This design comes from an exercise in tuning for small area and a short achievable clock period on the open sky130 flow, not from production work. At most, simulation tests tie the RTL to the original design; equivalence was not proved. Power and IR drop assume default switching activity.

Setup of build 82:
Design cluster_hwpe_tile, start of the top module:
module cluster_hwpe_tile #(
  parameter int unsigned OpndDepth = 4,
  parameter int unsigned ResDepth  = 4
) (
  input  logic                               clk_i,
  input  logic                               rst_n_i,
  input  logic                               wb_cyc_i,
  input  logic                               wb_stb_i,
  input  logic                               wb_we_i,
  input  logic [tile_cfg_pkg::WB_ADDR_W-1:0] wb_adr_i,
  input  logic [tile_cfg_pkg::WB_DATA_W-1:0] wb_dat_i,
  output logic [tile_cfg_pkg::WB_DATA_W-1:0] wb_dat_o,
  output logic                               wb_ack_o,
  output logic                               wb_err_o,
  output logic                               evt_o
);
Size: about 2000 cells after synthesis, about 440 flip-flops, roughly 100 I/O pins, ~26000 um^2 of cells after synthesis.
make LEC_CHECK=0 ABC_CLOCK_PERIOD_IN_PS=3500 CAP_MARGIN=20 CORE_MARGIN=2 CORE_UTILIZATION=40 SETUP_SLACK_MARGIN=5 SLEW_MARGIN=20 finish   # period 10.0 ns
run.sh (not shown) runs the stock make flow with config.mk's settings and CLKGATE_MAP_FILE= SYNTH_SCRIPT=/design/flow/synth_recipe.tcl, a recipe that flattens the netlist after the stock synthesis.
Build 82 closes out successfully: all stages finished, all timing, DRC and antenna checks passed.
For build 77, these inputs were changed with respect to build 82:
Settings: CTS_BUF_LIST: unset -> sky130_fd_sc_hd__clkbuf_4 sky130_fd_sc_hd__clkbuf_8; CORE_UTILIZATION: 40 -> 60; SETUP_SLACK_MARGIN: 5 -> unset; ABC_CLOCK_PERIOD_IN_PS: 3500 -> unset.
Results
- Compared to build 82, build 77 has post-synthesis to final-layout area growth 2.0 points lower.
- Against build 82, build 77 comes in 3 higher on non-clock buffer count.
- For the overall power after layout, build 77 came in about 3% lower than build 82 did.
Setup changes, build 77 to build 40
Settings: CTS_BUF_LIST: sky130_fd_sc_hd__clkbuf_4 sky130_fd_sc_hd__clkbuf_8 -> unset; CORE_UTILIZATION: 60 -> 40.
[summary]
Summary of the comparison: register-to-register path setup slack is higher in build 40, relative to build 77. [compare] base=build 77 new=build 40: sequential share of cell area -0.76 points; post-detailed-routing wire length +2000 um; final design instance area without fill +about 1.8%; power +0.00022 W; clock network power consumption +about 18%. The maximum frequency of build 40 exceeds that of build 77 by about 0.9%. When the final numbers for build 77 and build 40 were put side by side, the level count of the clock H-tree turned out to be smaller in build 40. Y dimension of the die (build 40 vs. build 77) increases by more than 10%.

========
cluster_hwpe_tile, a different RTL version from the one above (not shown whole).
For scale: roughly 2100 cells after synthesis, roughly 500 flip-flops, ~100 I/O pins, about 27000 sq um of cells after synthesis.
==> flow/design.v (excerpt) <==
module cluster_hwpe_tile #(
  parameter int unsigned OpndDepth = 4,
  parameter int unsigned ResDepth  = 4
) (
  input  logic                               clk_i,
  input  logic                               rst_n_i,
  input  logic                               wb_cyc_i,
  input  logic                               wb_stb_i,
  input  logic                               wb_we_i,
  input  logic [tile_cfg_pkg::WB_ADDR_W-1:0] wb_adr_i,
  input  logic [tile_cfg_pkg::WB_DATA_W-1:0] wb_dat_i,
  output logic [tile_cfg_pkg::WB_DATA_W-1:0] wb_dat_o,
  output logic                               wb_ack_o,
  output logic                               wb_err_o,
  output logic                               evt_o
);
  logic                                opnd_valid;
  logic                                opnd_ready;
  hwpe_pkg::operand_pair_t             opnd_data;
  logic                                eng_in_valid;
  logic                                eng_in_ready;
  hwpe_pkg::operand_pair_t             eng_in_data;
  hwpe_pkg::operand_pair_t             eng_in_next;
  logic                                eng_out_valid;
  logic                                eng_out_ready;
  hwpe_pkg::result_t                   eng_out_data;
  logic                                rf_valid;
  logic                                rf_ready;
  hwpe_pkg::result_t                   rf_data;
  logic                                head_valid;
  hwpe_pkg::result_t                   head_data;
  logic [tile_cfg_pkg::CTRL_LEN_W-1:0] consumed;
  logic [tile_cfg_pkg::CTRL_LEN_W-1:0] job_len;
  hwpe_pkg::opcode_e                   opcode;
  logic                                start;
  logic                                res_pop;
  hwpe_ctrl_decode i_decode (
    .clk_i        (clk_i),
    .rst_n_i      (rst_n_i),
    .wb_cyc_i     (wb_cyc_i),
    .wb_stb_i     (wb_stb_i),
    .wb_we_i      (wb_we_i),
    .wb_adr_i     (wb_adr_i),
    .wb_dat_i     (wb_dat_i),
    .wb_dat_o     (wb_dat_o),
    .wb_ack_o     (wb_ack_o),
    .wb_err_o     (wb_err_o),
    .opnd_valid_o (opnd_valid),
    .opnd_ready_i (opnd_ready),
    .opnd_data_o  (opnd_data),
    .start_o      (start),
  ...
export LEC_CHECK = 0
export ABC_CLOCK_PERIOD_IN_PS = 3500
export CAP_MARGIN = 20
export CORE_MARGIN = 2
export CORE_UTILIZATION = 40
export SLEW_MARGIN = 20
create_clock -name core_clock -period 10.0 [get_ports {clk_i}]
standard.sh (not shown) runs the stock make flow with config.mk's settings and CLKGATE_MAP_FILE= SYNTH_SCRIPT=/design/flow/synth_recipe.tcl, a recipe that flattens the netlist after the stock synthesis.
==> flow/flow/run.sh <==
#!/bin/bash
# Standard synthesis, then the standard layout with a tighter setup
# target for repair_timing (the clock and constraints are unchanged).
set -euo pipefail
MARGIN=${MARGIN:-6.5}
bash standard.sh synth > synth.log 2>&1
bash standard.sh SETUP_SLACK_MARGIN=$MARGIN finish > layout.log 2>&1
Edit:
--- a/flow/flow/run.sh
+++ b/flow/flow/run.sh
@@ -5 +5 @@
-MARGIN=${MARGIN:-6.5}
+MARGIN=${MARGIN:-7}
@@ -7 +7 @@
-bash standard.sh SETUP_SLACK_MARGIN=$MARGIN finish > layout.log 2>&1
+bash standard.sh SETUP_SLACK_MARGIN=$MARGIN "BUFFER_PORTS_ARGS=-buffer_cell sky130_fd_sc_hd__buf_2" finish > layout.log 2>&1
Effect: The new run finished clean. Total power is higher by 0.73%. Area after synthesis does not change. Global-route usage is about the same. Non-clock buffer count is higher by 15. First-iteration DRC count is higher by about 1.5%. Final area is higher by about 1.8%. Via count is higher by about 1.2%.
No functional check of the RTL was part of any run of this note.

========
Another version of the RTL of cluster_hwpe_tile (not shown whole).
Size in the first run: roughly 470 flip-flops, roughly 0.026 mm² of cells after synthesis.
## cluster_hwpe_tile
module cluster_hwpe_tile #(
  parameter int unsigned OpndDepth = 4,
  parameter int unsigned ResDepth  = 4
) (
  input  logic                               clk_i,
  input  logic                               rst_n_i,
  input  logic                               wb_cyc_i,
  input  logic                               wb_stb_i,
  input  logic                               wb_we_i,
  input  logic [tile_cfg_pkg::WB_ADDR_W-1:0] wb_adr_i,
  input  logic [tile_cfg_pkg::WB_DATA_W-1:0] wb_dat_i,
  output logic [tile_cfg_pkg::WB_DATA_W-1:0] wb_dat_o,
  output logic                               wb_ack_o,
  output logic                               wb_err_o,
  output logic                               evt_o
);
  logic                                opnd_valid;
  logic                                opnd_ready;
  hwpe_pkg::operand_pair_t             opnd_data;
  logic                                eng_in_valid;
  logic                                eng_in_ready;
  hwpe_pkg::operand_pair_t             eng_in_data;
  hwpe_pkg::operand_pair_t             eng_in_next;
  logic                                eng_out_valid;
  logic                                eng_out_ready;
  hwpe_pkg::result_t                   eng_out_data;
  logic                                rf_valid;
  logic                                rf_ready;
  hwpe_pkg::result_t                   rf_data;
  logic                                head_valid;
  hwpe_pkg::result_t                   head_data;
  logic [tile_cfg_pkg::CTRL_LEN_W-1:0] consumed;
  ...
==> flow/config.mk <==
export PLATFORM = sky130hd
export DESIGN_NAME = cluster_hwpe_tile
export DESIGN_NICKNAME = cluster_hwpe_tile
export VERILOG_FILES = /design/flow/design.v
export SDC_FILE = /design/flow/constraint.sdc
export NUM_CORES = 4
export LEC_CHECK = 0
export ABC_CLOCK_PERIOD_IN_PS = 3500
export CAP_MARGIN = 20
export CORE_MARGIN = 2
export CORE_UTILIZATION = 40
export SETUP_SLACK_MARGIN = 5
export SLEW_MARGIN = 20
==> flow/constraint.sdc <==
create_clock -name core_clock -period 10.0 [get_ports {clk_i}]
set_input_delay 2.0000 -clock core_clock [delete_from_list [all_inputs] [get_ports {clk_i}]]
set_output_delay 2.0000 -clock core_clock [all_outputs]
set_load 0.01 [all_outputs]
run.sh (not shown) runs the stock make flow with config.mk's settings and CLKGATE_MAP_FILE= SYNTH_SCRIPT=/design/flow/synth_recipe.tcl, a recipe that flattens the netlist after the stock synthesis.
Stock flow here: none of the scripts above is used.
Then changed:
- ABC_CLOCK_PERIOD_IN_PS: 3500 -> 3000
- CORE_UTILIZATION: 40 -> 60
- CTS_BUF_LIST: unset -> sky130_fd_sc_hd__clkbuf_4 sky130_fd_sc_hd__clkbuf_8
What happened: The new run completed without violations. Power barely changes. Die area fell by 33%. Sequential share of layout area went up by 0.51 points. Hold slack is worse by 5.1 ps. Wire length is higher by about 0.9%.
Then changed:
==> flow/flow/run.sh (new file) <==
#!/bin/bash
# Standard synthesis, then the standard layout with a tighter setup
# target for repair_timing (the clock and constraints are unchanged).
set -euo pipefail
MARGIN=${MARGIN:-6.5}
bash standard.sh synth > synth.log 2>&1
bash standard.sh SETUP_SLACK_MARGIN=$MARGIN finish > layout.log 2>&1
==> flow/standard.sh (new file) <==
#!/bin/bash
# synth_recipe.tcl (not shown) runs the flow's synth.tcl, then flattens the netlist and writes it again
# the make line also repeats each setting of config.mk as NAME=value (left out here)
make -C /OpenROAD-flow-scripts/flow DESIGN_CONFIG=/design/flow/config.mk WORK_HOME=/design/flow/orfs CLKGATE_MAP_FILE= SYNTH_SCRIPT=/design/flow/synth_recipe.tcl "${@:-finish}"
- ABC_CLOCK_PERIOD_IN_PS: 3000 -> 3500
- CORE_UTILIZATION: 60 -> 40
- CTS_BUF_LIST: sky130_fd_sc_hd__clkbuf_4 sky130_fd_sc_hd__clkbuf_8 -> unset
- SETUP_SLACK_MARGIN: 5 -> unset
removed: flow/run.sh
Result: Wire length grows by a few percent. Area after synthesis does not change. Core utilization shrinks by 20 points. Combinational power grows by a little under a tenth.

========
Setup of red:
cluster_hwpe_tile, a different RTL version from the one above (not shown whole).
Size: ~2,100 cells after synthesis, ~470 flip-flops, about 100 I/O pins.
clock: 10.0 ns
lec_check: 0
abc_clock_period_in_ps: 3500
cap_margin: 20
core_margin: 2
core_utilization: 40
cts_cluster_diameter: 140
cts_cluster_size: 26
slew_margin: 20
standard.sh (not shown) runs the stock make flow with config.mk's settings and CLKGATE_MAP_FILE= SYNTH_SCRIPT=/design/flow/synth_recipe.tcl, a recipe that flattens the netlist after the stock synthesis.
==> flow/flow/run.sh <==
#!/bin/bash
# Standard synthesis, then the standard layout with a tighter setup
# target for repair_timing and plain buffers on the ports; each step logs
# to its own file here (the ORFS logs are under orfs/logs).
# The clock and constraints are unchanged.
set -euo pipefail
MARGIN=${MARGIN:-6.6}
bash standard.sh synth > synth.log 2>&1
bash standard.sh SETUP_SLACK_MARGIN=$MARGIN "BUFFER_PORTS_ARGS=-buffer_cell sky130_fd_sc_hd__buf_2" finish > layout.log 2>&1
Here is what was changed in the inputs of blue compared with red.
Settings: CTS_CLUSTER_DIAMETER: 140 -> 120; CTS_CLUSTER_SIZE: 26 -> 24.
[summary]
Part of the total power dissipated in the clock network: red and blue compared, lower one is red
STATUS hold slack: blue wins against red
Total routed wire length on the met1 layer: red vs blue, no meaningful difference
Compare red and blue | total clock buffers created by CTS higher: blue
--- input diff blue..green ---
Settings: changing CTS_CLUSTER_SIZE from 24 to 22; changing CTS_CLUSTER_DIAMETER from 120 to 140.
==> comparison <==
- Diff blue -> green: final critical-path share of the clock period now sits lower; final critical path time including I/O delays and setup fell 0.034 ns; met2 capacity usage during global routing now sits higher; global-route wire length before repair held steady; post-route worst hold slack dropped 0.011 ns.
- The compound-cell area share of the yosys netlist of green and that of blue are within noise of each other.
- Any difference in fraction of area in multi-input gates between blue and green is small enough to ignore.
- Highest attainable clock frequency on green is ahead of blue.
- In green the minimum setup slack in the final design turned out 0.034 ns higher than in blue.
- green against blue: routability congestion estimate from global placement was more or less identical; die extent in x was more or less identical.
#### Input delta (orange over green)
Settings: setting PLACE_DENSITY to 0.75 for the first time; changing CTS_CLUSTER_SIZE from 22 to 24; changing CTS_CLUSTER_DIAMETER from 140 to 120.
==> comparison <==
green has lower overall via count from detail_route than orange. Where minimum clock period is concerned, green is better than orange. Going from green to orange, fmax saw a decrease, wire length shrank by 3600 µm, clock power share shrank by 0.8 points. Compare orange and green | clock power higher: green. Worst slew margin relative to its limit: green vs orange, no meaningful difference. Global-route usage over all layers ended up 1.3 points lower on orange than on green. Status: layout-stage area growth over the synthesis result parity (green, orange). Compared with green, global-route wire length before repair in orange decreased by a few percent. Register-to-register slack sits lower in orange than in green.

========
cluster_hwpe_tile again, from the RTL that the note above started with.
clock: 10.0 ns
lec_check: 0
abc_clock_period_in_ps: 3500
cap_margin: 20
core_margin: 2
core_utilization: 40
cts_cluster_diameter: 120
cts_cluster_size: 24
slew_margin: 20
tns_end_percent: 10
==> flow/flow/run.sh <==
#!/bin/bash
# Standard synthesis, then the standard layout with a tighter setup
# target for repair_timing and plain buffers on the ports; each step logs
# to its own file here (the ORFS logs are under orfs/logs).
# The clock and constraints are unchanged.
set -euo pipefail
MARGIN=${MARGIN:-7.0}
bash standard.sh synth > synth.log 2>&1
bash standard.sh SETUP_SLACK_MARGIN=$MARGIN "BUFFER_PORTS_ARGS=-buffer_cell sky130_fd_sc_hd__buf_2" finish > layout.log 2>&1
Edit:
--- a/flow/flow/run.sh
+++ b/flow/flow/run.sh
@@ -7 +7 @@
-MARGIN=${MARGIN:-7.0}
+MARGIN=${MARGIN:-6.75}
- TNS_END_PERCENT: 10 -> unset
Effect:
- global-route usage is lower by 0.59 points
- worst hold slack barely changes
- worst setup slack is better by 29 ps
- design area rose by 0.95%
Edit:
--- a/flow/flow/run.sh
+++ b/flow/flow/run.sh
@@ -7 +7 @@
-MARGIN=${MARGIN:-6.75}
+MARGIN=${MARGIN:-6.7}
- CTS_CLUSTER_DIAMETER: 120 -> 140
- CTS_CLUSTER_SIZE: 24 -> 22
Outcome: Sequential cell count stays the same; register-to-register slack barely changes; via count is about the same; count of clock-buffer cells in the layout climbs by 3; core utilization drops by 0.46 points.

========
Another version of the RTL of cluster_hwpe_tile (not shown whole).
Size in the first run: about 470 flip-flops, roughly 100 I/O pins, roughly 26000 µm² of cells after synthesis.
==> flow/config.mk <==
export PLATFORM = sky130hd
export DESIGN_NAME = cluster_hwpe_tile
export DESIGN_NICKNAME = cluster_hwpe_tile
export VERILOG_FILES = /design/flow/design.v
export SDC_FILE = /design/flow/constraint.sdc
export NUM_CORES = 4
export LEC_CHECK = 0
export ABC_CLOCK_PERIOD_IN_PS = 3500
export CAP_MARGIN = 20
export CORE_MARGIN = 2
export CORE_UTILIZATION = 40
export CTS_CLUSTER_DIAMETER = 130
export CTS_CLUSTER_SIZE = 27
export SLEW_MARGIN = 20
==> flow/constraint.sdc <==
create_clock -name core_clock -period 10.0 [get_ports {clk_i}]
set_input_delay 2.0000 -clock core_clock [delete_from_list [all_inputs] [get_ports {clk_i}]]
set_output_delay 2.0000 -clock core_clock [all_outputs]
set_load 0.01 [all_outputs]
==> flow/flow/run.sh <==
#!/bin/bash
# Standard synthesis, then the standard layout with a tighter setup
# target for repair_timing (the clock and constraints are unchanged).
set -euo pipefail
MARGIN=${MARGIN:-6.8}
bash standard.sh synth > synth.log 2>&1
bash standard.sh SETUP_SLACK_MARGIN=$MARGIN "BUFFER_PORTS_ARGS=-buffer_cell sky130_fd_sc_hd__buf_2" finish > layout.log 2>&1
Then changed:
==> flow/flow/run.sh (replaced) <==
#!/bin/bash
# Standard synthesis, then the standard layout with a tighter setup
# target for repair_timing and plain buffers on the ports; each step logs
# to its own file here (the ORFS logs are under orfs/logs).
# The clock and constraints are unchanged.
set -euo pipefail
MARGIN=${MARGIN:-6.6}
bash standard.sh synth > synth.log 2>&1
bash standard.sh SETUP_SLACK_MARGIN=$MARGIN "BUFFER_PORTS_ARGS=-buffer_cell sky130_fd_sc_hd__buf_2" finish > layout.log 2>&1
Settings changed: CTS_CLUSTER_DIAMETER 130 to 120, CTS_CLUSTER_SIZE 27 to 24.
Via count falls by 1.6%.
Area after synthesis stays the same.
Clock power rises by about 4%.
Worst setup slack improves by 0.0080 ns.
Design area falls by 2.3%.
Then changed:
==> flow/flow/run.sh (replaced) <==
#!/bin/bash
# Standard synthesis, then the standard layout with a tighter setup
# target for repair_timing (the clock and constraints are unchanged).
set -euo pipefail
MARGIN=${MARGIN:-6.4}
bash standard.sh synth > synth.log 2>&1
bash standard.sh SETUP_SLACK_MARGIN=$MARGIN "BUFFER_PORTS_ARGS=-buffer_cell sky130_fd_sc_hd__buf_2" finish > layout.log 2>&1
Effect: Routed wire length barely changes. Worst setup slack loses 0.065 ns. Final cell count barely changes. Hold slack loses 0.012 ns.
Then changed:
==> flow/flow/run.sh (replaced) <==
#!/bin/bash
# Standard synthesis, then the standard layout with a tighter setup
# target for repair_timing (the clock and constraints are unchanged).
set -euo pipefail
MARGIN=${MARGIN:-6.8}
bash standard.sh synth > synth.log 2>&1
bash standard.sh SETUP_SLACK_MARGIN=$MARGIN "BUFFER_PORTS_ARGS=-buffer_cell sky130_fd_sc_hd__buf_2" finish > layout.log 2>&1
Settings changed: CORE_UTILIZATION 40 to 55.
Sequential power stays flat.
Clock-buffer cell count increases by 1.
Global-route usage climbs by 6.9 points.
Hold slack hardly moves.
Utilization goes up by 18 points.
Critical path depth stays the same.
Clock power rose by about 5%.
Routed wire length went down by 1.4%.

-- afterwards: timing with drivers on the ports --
No port has a modelled driver above. Below, the same layouts with a new extraction and two added sets of constraints. Step 1: set_driving_cell puts a clkbuf_16 on clk_i and a buf_2 on each other input, an assumption about the parent block. Step 2 adds t to the input delays and takes it off the output delays; t is the mean of the earliest and latest rising clock arrival at the registers after step 1. Input paths then give back, and output paths get back, about the clock's delay inside the block. a / b / c = ideal / step 1 / step 2; a / b = the first two.
| run | shift t [ns] | setup slack, ns | hold slack, ns |
|---|---|---|---|
| build 82 | 0.643 | 5.172 / 5.172 / 5.136 | 0.473 / 0.473 / 0.473 |
| build 77 | 0.678 | 4.969 / 4.969 / 4.969 | 0.482 / 0.482 / 0.482 |
| build 40 | 0.641 | 5.015 / 5.015 / 5.015 | 0.475 / 0.475 / 0.475 |
| the first run of note 2 | 0.667 | 6.244 / 6.244 / 5.976 | 0.480 / 0.480 / 0.480 |
| the second run of note 2 | 0.678 | 6.246 / 6.246 / 6.246 | 0.479 / 0.479 / 0.479 |
| the first run of note 3 | 0.648 | 5.718 / 5.718 / 5.169 | 0.481 / 0.481 / 0.481 |
| the second run of note 3 | 0.706 | 5.705 / 5.705 / 5.058 | 0.476 / 0.476 / 0.476 |
| the third run of note 3 | 0.665 | 6.332 / 6.332 / 6.011 | 0.490 / 0.490 / 0.490 |
| red | 0.637 | 6.719 / 6.719 / 6.227 | 0.490 / 0.490 / 0.490 |
| blue | 0.653 | 6.693 / 6.693 / 6.204 | 0.497 / 0.497 / 0.497 |
| green | 0.647 | 6.727 / 6.727 / 6.201 | 0.486 / 0.486 / 0.486 |
| orange | 0.633 | 6.653 / 6.653 / 6.233 | 0.494 / 0.494 / 0.494 |
| the first run of note 5 | 0.643 | 6.722 / 6.722 / 6.459 | 0.494 / 0.494 / 0.494 |
| the second run of note 5 | 0.651 | 6.751 / 6.751 / 6.250 | 0.492 / 0.492 / 0.492 |
| the third run of note 5 | 0.647 | 6.741 / 6.741 / 6.244 | 0.499 / 0.499 / 0.499 |
| the first run of note 6 | 0.645 | 6.562 / 6.562 / 6.317 | 0.499 / 0.499 / 0.499 |
| the second run of note 6 | 0.633 | 6.570 / 6.570 / 6.141 | 0.502 / 0.502 / 0.502 |
| the third run of note 6 | 0.637 | 6.505 / 6.505 / 5.926 | 0.490 / 0.490 / 0.490 |
| the fourth run of note 6 | 0.654 | 6.535 / 6.535 / 6.280 | 0.490 / 0.490 / 0.490 |
After both steps every run listed still meets setup and hold. For the second run of note 3, which loses most, drivers alone change the setup slack by 0.000 ns; drivers and shift together by -0.647 ns.
